Context: an optimization exercise on an open-source flow, tuned for small area, a short achievable clock period and few clock cycles per item. The choices shown serve that exercise and are no tape-out recipe.
Function was checked by simulation only, so behaviour that the tests miss may differ from the original.

Setup of build 22:
Design decimal_text_to_int_parser, start of the top module:
module decimal_text_to_int_parser (
	input  wire logic  clk,
	input  wire logic  arst_n,
	input  wire logic  cfg_we,
	input  wire logic  cfg_wdata,
	input  wire logic        in_valid,
	output logic             in_ready,
	input  wire logic [7:0]  in_char,
	input  wire logic        in_last,
	output logic             out_valid,
	input  wire logic        out_ready,
	output logic [31:0]      out_value
);
Size in the first run: ~920 cells after synthesis, roughly 67 flip-flops, about 49 I/O pins.
clock: 10.0 ns
lec_check: 0
cap_margin: 20
core_margin: 2
core_utilization: 50
cts_buf_list: sky130_fd_sc_hd__clkbuf_2 sky130_fd_sc_hd__clkbuf_4 sky130_fd_sc_hd__clkbuf_8
slew_margin: 20
standard.sh (not shown) runs the stock make flow with config.mk's settings and CLKGATE_MAP_FILE= SYNTH_SCRIPT=/design/flow/synth_recipe.tcl, a recipe that flattens the netlist after the stock synthesis.
==> flow/flow/run.sh <==
#!/bin/bash
set -euo pipefail
MARGIN=$(cat flow/margin.txt)
export BUFFER_PORTS_ARGS="-buffer_cell sky130_fd_sc_hd__buf_1"
sed "s/\"\\\${@:-finish}\"/SETUP_SLACK_MARGIN=${MARGIN} \"\${@:-finish}\"/" standard.sh > standard_margin.sh
grep -q "SETUP_SLACK_MARGIN=${MARGIN}" standard_margin.sh
bash standard_margin.sh > flow_make.log 2>&1
==> flow/flow/margin.txt <==
5.3
Testbench counts of build 22, summed over its fixed seeds: cycles 15,027, strings 2,400.
Input changes introduced in build 55 (baseline for comparison: build 22):
# build 22
export LEC_CHECK = 0
export CAP_MARGIN = 20
export CORE_MARGIN = 2
export CORE_UTILIZATION = 50
export CTS_BUF_LIST = sky130_fd_sc_hd__clkbuf_2 sky130_fd_sc_hd__clkbuf_4 sky130_fd_sc_hd__clkbuf_8
export SLEW_MARGIN = 20
create_clock -name core_clock -period 10.0 [get_ports {clk}]
# build 55
export LEC_CHECK = 0
export CAP_MARGIN = 20
export CORE_MARGIN = 2
export CORE_UTILIZATION = 20
export CTS_BUF_LIST = sky130_fd_sc_hd__clkbuf_2 sky130_fd_sc_hd__clkbuf_4 sky130_fd_sc_hd__clkbuf_8
export SLEW_MARGIN = 20
create_clock -name core_clock -period 10.0 [get_ports {clk}]
Findings:
Relative to build 22, horizontal extent of the die has increased by 56% in build 55. CTS H-tree depth of build 22 is on par with build 55. The lower post-layout minimum cycle time came out of build 55. Summary: with build 22 as the reference, sum of net half-perimeters after detailed placement in build 55 moved up by a few percent. Worst setup margin was lower in the run labelled build 22. Build 22 was smaller in final cell area than build 55.
The inputs of build 88 differ from those of build 55 as listed below.
# build 55
export LEC_CHECK = 0
export CAP_MARGIN = 20
export CORE_MARGIN = 2
export CORE_UTILIZATION = 20
export CTS_BUF_LIST = sky130_fd_sc_hd__clkbuf_2 sky130_fd_sc_hd__clkbuf_4 sky130_fd_sc_hd__clkbuf_8
export SLEW_MARGIN = 20
create_clock -name core_clock -period 10.0 [get_ports {clk}]
# build 88
export LEC_CHECK = 0
export ABC_AREA = 1
export CAP_MARGIN = 20
export CORE_MARGIN = 2
export CORE_UTILIZATION = 40
export SETUP_SLACK_MARGIN = 5
export SLEW_MARGIN = 20
create_clock -name core_clock -period 10.0 [get_ports {clk}]
==> flow/run.sh (new file) <==
#!/bin/bash
# synth_recipe.tcl (not shown) runs the flow's synth.tcl, then flattens the netlist and writes it again
# the make line also repeats each setting of config.mk as NAME=value (left out here)
make -C /OpenROAD-flow-scripts/flow DESIGN_CONFIG=/design/flow/config.mk WORK_HOME=/design/flow/orfs CLKGATE_MAP_FILE= SYNTH_SCRIPT=/design/flow/synth_recipe.tcl finish
removed: flow/flow/run.sh
removed: flow/flow/margin.txt
removed: flow/standard.sh
==> notes.md <==
Looking at worst setup slack across both flows, build 88 is the weaker of the two, with build 55 ahead.
Build 88 vs. build 55: post-place instance area went down by 290 um2.
Build 88: post-synthesis simple-gate area fraction higher than build 55
Build 88 ended with less post-placement setup slack than build 55.
Compared to build 55, build 88 has synthesized netlist cell count 6.9% higher.
The run showing the greater portion of the post-synthesis area used by sequential elements is build 88.
Count of inserted tapcells: lower on build 88

========
v6:
Starting RTL as in the previous note.
clock: 10.0 ns
lec_check: 0
cap_margin: 20
core_margin: 2
core_utilization: 40
cts_buf_list: sky130_fd_sc_hd__clkbuf_2 sky130_fd_sc_hd__clkbuf_4 sky130_fd_sc_hd__clkbuf_8
setup_slack_margin: 5
slew_margin: 20
run.sh (not shown) runs the stock make flow with config.mk's settings and CLKGATE_MAP_FILE= SYNTH_SCRIPT=/design/flow/synth_recipe.tcl, a recipe that flattens the netlist after the stock synthesis.
Stock flow here: none of the scripts above is used.
Testbench counts of v6, summed over its fixed seeds: cycles 15,027, strings 2,400.
Edits applied to the flow inputs when going from v6 to v7:
- CTS_BUF_LIST: sky130_fd_sc_hd__clkbuf_2 sky130_fd_sc_hd__clkbuf_4 sky130_fd_sc_hd__clkbuf_8 -> sky130_fd_sc_hd__clkbuf_4 sky130_fd_sc_hd__clkbuf_8
- CTS_CLUSTER_SIZE: unset -> 40
- CTS_CLUSTER_DIAMETER: unset -> 200
==> flow/flow/run.sh (new file) <==
#!/bin/bash
# Own flow: the standard layout, run by standard.sh unchanged (same synthesis, steps and
# settings from config.mk), except that the port buffers global placement inserts are
# sky130_fd_sc_hd__buf_1 rather than the delay cell buffer_ports picks by itself.
# make's full output goes to flow_make.log here; each ORFS step also logs under orfs/logs.
set -euo pipefail
export BUFFER_PORTS_ARGS="-buffer_cell sky130_fd_sc_hd__buf_1"
bash standard.sh > flow_make.log 2>&1
==> flow/standard.sh (new file) <==
#!/bin/bash
# synth_recipe.tcl (not shown) runs the flow's synth.tcl, then flattens the netlist and writes it again
# the make line also repeats each setting of config.mk as NAME=value (left out here)
make -C /OpenROAD-flow-scripts/flow DESIGN_CONFIG=/design/flow/config.mk WORK_HOME=/design/flow/orfs CLKGATE_MAP_FILE= SYNTH_SCRIPT=/design/flow/synth_recipe.tcl "${@:-finish}"
removed: flow/run.sh
## What came out
- Between v6 and v7, the difference in multi-input logic area is negligible.
- Looking at met2 demand-to-capacity share in global routing, v7 sits 0.35 points lower than v6 does.
- Summary of v7 over v6: mux cell area share after synthesis was more or less identical, total number of cells along the worst setup path decreased 1.

re-timing with driven ports:
The flow's constraints put no driver on any port. The routed layouts listed below were extracted and timed again, unchanged, in two steps.
Step 1: set_driving_cell puts a clkbuf_16 on clk and a buf_2 on each other input, an assumption about the parent block.
Step 2 moves the port delays by t, midway between the first and last clock arrival at a register: inputs arrive t later, outputs are due t later. That takes back most of the time a late clock gives input paths.
Slacks: ideal / step 1 / step 2; pairs: ideal / step 1.
| run | t (ns) | slack for setup (ns) | worst hold slack (ns) | pins driven straight from the clock port |
|---|---|---|---|---|
| build 22 | 0.407 | 5.390 / 5.390 / 5.347 | 0.473 / 0.473 / 0.473 | 1 |
| build 55 | 0.415 | 5.420 / 5.419 / 5.038 | 0.482 / 0.482 / 0.482 | 1 |
| build 88 | 0.382 | 4.809 / 4.809 / 4.809 | 0.482 / 0.482 / 0.482 | 1 |
| v6 | 0.405 | 5.208 / 5.208 / 4.919 | 0.467 / 0.467 / 0.467 | 1 |
| v7 | 0.411 | 5.285 / 5.285 / 4.976 | 0.468 / 0.468 / 0.468 | 1 |
After both steps every run listed still meets setup and hold. For build 55, which loses most, drivers alone change the setup slack by -0.001 ns; drivers and shift together by -0.382 ns.
